This design comes from an exercise in tuning for a short achievable clock period and few clock cycles on the open sky130 flow, not from production work. Power is estimated from default activity; no workload was simulated.

== north ==
==> flow/design.v <==
module kmeans_iter_ctrl #(
  parameter int unsigned AW       = 10,
  parameter int unsigned MAX_ITER = 16,
  parameter logic [15:0] TOL      = 16'h0010
) (
  input  logic          clk,
  input  logic          rst,
  input  logic          start,
  input  logic [AW-1:0] num_points,
  input  logic [47:0]   init_cx,
  input  logic [47:0]   init_cy,
  output logic          pt_rd_en,
  output logic [AW-1:0] pt_rd_addr,
  input  logic [31:0]   pt_rd_data,
  output logic          dp_valid,
  output logic [15:0]   dp_x,
  output logic [15:0]   dp_y,
  input  logic          dp_result_valid,
  input  logic [1:0]    dp_cluster,
  output logic [47:0]   cent_x,
  output logic [47:0]   cent_y,
  output logic          busy,
  output logic          done,
  output logic          converged,
  output logic [4:0]    iter_count
);
  localparam logic [4:0] LastIter = 5'(MAX_ITER - 1);
  localparam logic [15:0] Tol = TOL & 16'h0000;
  localparam int unsigned TLoad = 5;
  localparam int unsigned TRead = 12;
  localparam int unsigned TDec  = 14;
  logic                busy_q, done_q, conv_q, acc_q;
  logic [4:0]          iter_q;
  logic [AW-1:0]       num_sh_q, nm1_q;
  logic [47:0]         icx_sh_q, icy_sh_q;
  logic [2:0][15:0]    cx_q, cy_q;
  logic                rd_en_q;
  logic [AW-1:0]       addr_q;
  logic                v1_q, dpv_q, v3_q;
  logic [31:0]         pd_q, pd2_q, pd3_q;
  logic [2:0]          en_q;
  logic [TDec:1]       tok_q;
  logic                step_q;
  logic [2:0][15:0]    lox_q, loy_q;
  logic [2:0]          cox_q, coy_q;
  logic [2:0][AW-1:0]  hix_q, hiy_q;
  logic [2:0][AW-1:0]  cnt_q;
  logic [2:0][AW-1:0]  remx_q, remy_q;
  logic [2:0][15:0]    dvdx_q, dvdy_q;
  logic [2:0][AW-1:0]  n_q;
  logic [2:0][AW+1:0]  n3_q;
  logic [2:0]          nz_q;
  logic [2:0]          eqx_q, eqy_q;
  logic                last_rd, all_eq, stop, zdone, accept;
  assign accept  = start & ~busy_q;
  assign last_rd = rd_en_q & (addr_q == nm1_q);
  assign all_eq  = (&eqx_q) & (&eqy_q);
  assign stop    = tok_q[TDec] & (all_eq | (iter_q == LastIter));
  assign zdone   = acc_q & (num_sh_q == '0);
  function automatic logic [AW+1:0] div_step(input logic [AW-1:0] rem,
                                             input logic [1:0]    nxt,
                                             input logic [AW-1:0] n,
                                             input logic [AW+1:0] n3);
    logic [AW+1:0] trial, d1, d2, d3;
    logic          ge1, ge2, ge3;
    logic [1:0]    q;
    logic [AW-1:0] r;
    trial = {rem, nxt};
    {ge1, d1} = {1'b0, trial} - {3'b0, n} + {1'b1, {(AW+2){1'b0}}};
    {ge2, d2} = {1'b0, trial} - {2'b0, n, 1'b0} + {1'b1, {(AW+2){1'b0}}};
    {ge3, d3} = {1'b0, trial} - {1'b0, n3} + {1'b1, {(AW+2){1'b0}}};
    if (ge3)      begin q = 2'd3; r = d3[AW-1:0]; end
    else if (ge2) begin q = 2'd2; r = d2[AW-1:0]; end
    else if (ge1) begin q = 2'd1; r = d1[AW-1:0]; end
    else          begin q = 2'd0; r = trial[AW-1:0]; end
    div_step = {q, r};
  endfunction
  logic [2:0][AW+1:0] stx, sty;
  logic [2:0][1:0]    qx, qy;
  always_comb begin
    for (int k = 0; k < 3; k++) begin
      stx[k] = div_step(remx_q[k], dvdx_q[k][15:14], n_q[k], n3_q[k]);
      sty[k] = div_step(remy_q[k], dvdy_q[k][15:14], n_q[k], n3_q[k]);
      qx[k]  = nz_q[k] ? stx[k][AW+1:AW] : cx_q[k][15:14];
      qy[k]  = nz_q[k] ? sty[k][AW+1:AW] : cy_q[k][15:14];
    end
  end
  always_ff @(posedge clk or posedge rst) begin
    if (rst) begin
      busy_q  <= 1'b0;
      done_q  <= 1'b0;
      conv_q  <= 1'b0;
      acc_q   <= 1'b0;
      iter_q  <= '0;
      cx_q    <= '0;
      cy_q    <= '0;
      rd_en_q <= 1'b0;
      v1_q    <= 1'b0;
      dpv_q   <= 1'b0;
      v3_q    <= 1'b0;
      en_q    <= '0;
      tok_q   <= '0;
      step_q  <= 1'b0;
    end else begin
      acc_q  <= accept;
      done_q <= stop | zdone;
      if (accept)             busy_q <= 1'b1;
      else if (stop | zdone)  busy_q <= 1'b0;
      if (acc_q) begin
        iter_q <= '0;
        conv_q <= zdone;
      end else if (tok_q[TDec]) begin
        iter_q <= iter_q + 5'd1;
        conv_q <= all_eq;
      end
      if (acc_q) begin
        cx_q <= icx_sh_q;
        cy_q <= icy_sh_q;
      end else if (step_q) begin
        for (int k = 0; k < 3; k++) begin
          cx_q[k] <= {cx_q[k][13:0], qx[k]};
          cy_q[k] <= {cy_q[k][13:0], qy[k]};
        end
      end
      if (stop)                 rd_en_q <= 1'b0;
      else if (acc_q)           rd_en_q <= ~zdone;
      else if (tok_q[TRead])    rd_en_q <= 1'b1;
      else if (last_rd)         rd_en_q <= 1'b0;
      v1_q   <= rd_en_q & ~stop;
      dpv_q  <= v1_q & ~stop;
      v3_q   <= dpv_q;
      for (int k = 0; k < 3; k++)
        en_q[k] <= v3_q & dp_result_valid & (dp_cluster == 2'(k + 1));
      tok_q  <= stop ? '0 : {tok_q[TDec-1:1], last_rd};
      step_q <= |tok_q[TDec-2:TLoad];
    end
  end
  always_ff @(posedge clk) begin
    num_sh_q <= num_points;
    icx_sh_q <= init_cx;
    icy_sh_q <= init_cy;
    if (acc_q) nm1_q <= num_sh_q - 1'b1;
    if (acc_q || tok_q[TRead]) addr_q <= '0;
    else if (rd_en_q)          addr_q <= addr_q + 1'b1;
    pd_q  <= pt_rd_data;
    pd2_q <= pd_q;
    pd3_q <= pd2_q;
    for (int k = 0; k < 3; k++) begin
      if (acc_q || tok_q[TLoad]) begin
        lox_q[k] <= '0;
        loy_q[k] <= '0;
        cox_q[k] <= 1'b0;
        coy_q[k] <= 1'b0;
        hix_q[k] <= '0;
        hiy_q[k] <= '0;
        cnt_q[k] <= '0;
      end else begin
        if (en_q[k]) begin
          {cox_q[k], lox_q[k]} <= {1'b0, lox_q[k]} + {1'b0, pd3_q[31:16]};
          {coy_q[k], loy_q[k]} <= {1'b0, loy_q[k]} + {1'b0, pd3_q[15:0]};
        end else begin
          cox_q[k] <= 1'b0;
          coy_q[k] <= 1'b0;
        end
        hix_q[k] <= hix_q[k] + AW'(cox_q[k]);
        hiy_q[k] <= hiy_q[k] + AW'(coy_q[k]);
        cnt_q[k] <= cnt_q[k] + AW'(en_q[k]);
      end
      if (tok_q[TLoad]) begin
        remx_q[k] <= hix_q[k] + AW'(cox_q[k]);
        remy_q[k] <= hiy_q[k] + AW'(coy_q[k]);
        dvdx_q[k] <= lox_q[k];
        dvdy_q[k] <= loy_q[k];
        n_q[k]    <= cnt_q[k];
        n3_q[k]   <= {2'b0, cnt_q[k]} + {1'b0, cnt_q[k], 1'b0};
        nz_q[k]   <= cnt_q[k] != '0;
        eqx_q[k]  <= 1'b1;
        eqy_q[k]  <= 1'b1;
      end else if (step_q) begin
        remx_q[k] <= stx[k][AW-1:0];
        remy_q[k] <= sty[k][AW-1:0];
        dvdx_q[k] <= {dvdx_q[k][13:0], 2'b00};
        dvdy_q[k] <= {dvdy_q[k][13:0], 2'b00};
        eqx_q[k]  <= eqx_q[k] & (qx[k] == cx_q[k][15:14]);
        eqy_q[k]  <= eqy_q[k] & (qy[k] == cy_q[k][15:14]);
      end
    end
  end
  assign pt_rd_en   = rd_en_q;
  assign pt_rd_addr = addr_q;
  assign dp_valid   = dpv_q;
  assign dp_x       = pd_q[31:16];
  assign dp_y       = pd_q[15:0];
  assign cent_x     = cx_q;
  assign cent_y     = cy_q;
  assign busy       = busy_q;
  assign done       = done_q;
  assign converged  = conv_q;
  assign iter_count = iter_q;
endmodule
make LEC_CHECK=0 CAP_MARGIN=20 CORE_MARGIN=2 CORE_UTILIZATION=40 SETUP_SLACK_MARGIN=3.6 SLEW_MARGIN=20 finish   # period 6.0 ns
run.sh (not shown) runs the stock make flow with config.mk's settings and CLKGATE_MAP_FILE= SYNTH_SCRIPT=/design/flow/synth_recipe.tcl, a recipe that flattens the netlist after the stock synthesis.
What south does differently from north at the input level:
-- flow/design.v --
<<< north, line 48
  logic [2:0][AW-1:0]  remx_q, remy_q;
  logic [2:0][15:0]    dvdx_q, dvdy_q;
  logic [2:0][AW-1:0]  n_q;
  logic [2:0][AW+1:0]  n3_q;
  logic [2:0]          nz_q;
>>> south, line 48
  logic [2:0][AW-1:0]  remx_q, remy_q;
  logic [2:0][15:0]    dvdx_q, dvdy_q;
  logic [2:0][AW+1:0]  n3_q;
  logic [2:0]          nz_q;
<<< north, line 80
  always_comb begin
    for (int k = 0; k < 3; k++) begin
      stx[k] = div_step(remx_q[k], dvdx_q[k][15:14], n_q[k], n3_q[k]);
      sty[k] = div_step(remy_q[k], dvdy_q[k][15:14], n_q[k], n3_q[k]);
      qx[k]  = nz_q[k] ? stx[k][AW+1:AW] : cx_q[k][15:14];
      qy[k]  = nz_q[k] ? sty[k][AW+1:AW] : cy_q[k][15:14];
>>> south, line 79
  always_comb begin
    for (int k = 0; k < 3; k++) begin
      stx[k] = div_step(remx_q[k], dvdx_q[k][15:14], cnt_q[k], n3_q[k]);
      sty[k] = div_step(remy_q[k], dvdy_q[k][15:14], cnt_q[k], n3_q[k]);
      qx[k]  = nz_q[k] ? stx[k][AW+1:AW] : cx_q[k][15:14];
      qy[k]  = nz_q[k] ? sty[k][AW+1:AW] : cy_q[k][15:14];
<<< north, line 154
        hix_q[k] <= '0;
        hiy_q[k] <= '0;
        cnt_q[k] <= '0;
      end else begin
        if (en_q[k]) begin
>>> south, line 153
        hix_q[k] <= '0;
        hiy_q[k] <= '0;
      end else begin
        if (en_q[k]) begin
<<< north, line 165
        hix_q[k] <= hix_q[k] + AW'(cox_q[k]);
        hiy_q[k] <= hiy_q[k] + AW'(coy_q[k]);
        cnt_q[k] <= cnt_q[k] + AW'(en_q[k]);
      end
      if (tok_q[TLoad]) begin
        remx_q[k] <= hix_q[k] + AW'(cox_q[k]);
>>> south, line 163
        hix_q[k] <= hix_q[k] + AW'(cox_q[k]);
        hiy_q[k] <= hiy_q[k] + AW'(coy_q[k]);
      end
      if (acc_q || tok_q[TDec-1]) cnt_q[k] <= '0;
      else                        cnt_q[k] <= cnt_q[k] + AW'(en_q[k]);
      n3_q[k] <= {2'b0, cnt_q[k]} + {1'b0, cnt_q[k], 1'b0};
      nz_q[k] <= cnt_q[k] != '0;
      if (tok_q[TLoad]) begin
        remx_q[k] <= hix_q[k] + AW'(cox_q[k]);
<<< north, line 172
        dvdx_q[k] <= lox_q[k];
        dvdy_q[k] <= loy_q[k];
        n_q[k]    <= cnt_q[k];
        n3_q[k]   <= {2'b0, cnt_q[k]} + {1'b0, cnt_q[k], 1'b0};
        nz_q[k]   <= cnt_q[k] != '0;
        eqx_q[k]  <= 1'b1;
        eqy_q[k]  <= 1'b1;
      end else if (step_q) begin
        remx_q[k] <= stx[k][AW-1:0];
        remy_q[k] <= sty[k][AW-1:0];
>>> south, line 173
        dvdx_q[k] <= lox_q[k];
        dvdy_q[k] <= loy_q[k];
        eqx_q[k]  <= 1'b1;
        eqy_q[k]  <= 1'b1;
      end else begin
        remx_q[k] <= stx[k][AW-1:0];
        remy_q[k] <= sty[k][AW-1:0];
--- outcome ---
south reports a lower number of non-clock inverters than north does. Non-clock buffer share of cell area sits higher in south than in north. north → south: fmax rose by 12%, sequential area share after synthesis fell by 3.9 points, global-route wire length before repair fell by 5900 µm. Number of instances in the synthesized netlist on south is down relative to north. Diff north -> south: initial antenna violation count picked up an extra 7, share of total power in combinational logic went up 27 points. Proportion of power drawn by the clock network: south < north. Summary: with north as the reference, combined area of the multi-input logic cells in south moved up by a few percent. Of the two candidates, north has the worse die area and south the better one. Per the comparison of south with north, critical path depth rose by 1; sequential share of layout area went down by 4.0 points.
No run of this note included a check of the RTL's function; only the layout flow was run.

[separate check: timing with driven ports]
The flow's constraints put no driver on any port. The routed layouts listed below were extracted and timed again, unchanged, in two steps.
Step 1 assumes that a clkbuf_16 drives the clock port and a buf_2 every other input.
Step 2 times the ports against the registers' clock, not the clock port: input delays grow and output delays shrink by t, the midpoint of the rising clock arrivals with the driver on.
Three values: no drivers, after step 1, after step 2; two values: the first two.
| run | t (ns) | setup slack, ns | clock arrival spread, ns | worst register clock-pin slew, ns |
|---|---|---|---|---|
| north | 0.744 | 3.074 / 3.074 / 3.074 | 0.033 / 0.033 | 0.07 / 0.07 |
| south | 0.733 | 3.381 / 3.381 / 3.381 | 0.040 / 0.040 | 0.06 / 0.06 |
After both steps every run listed still meets setup and hold.
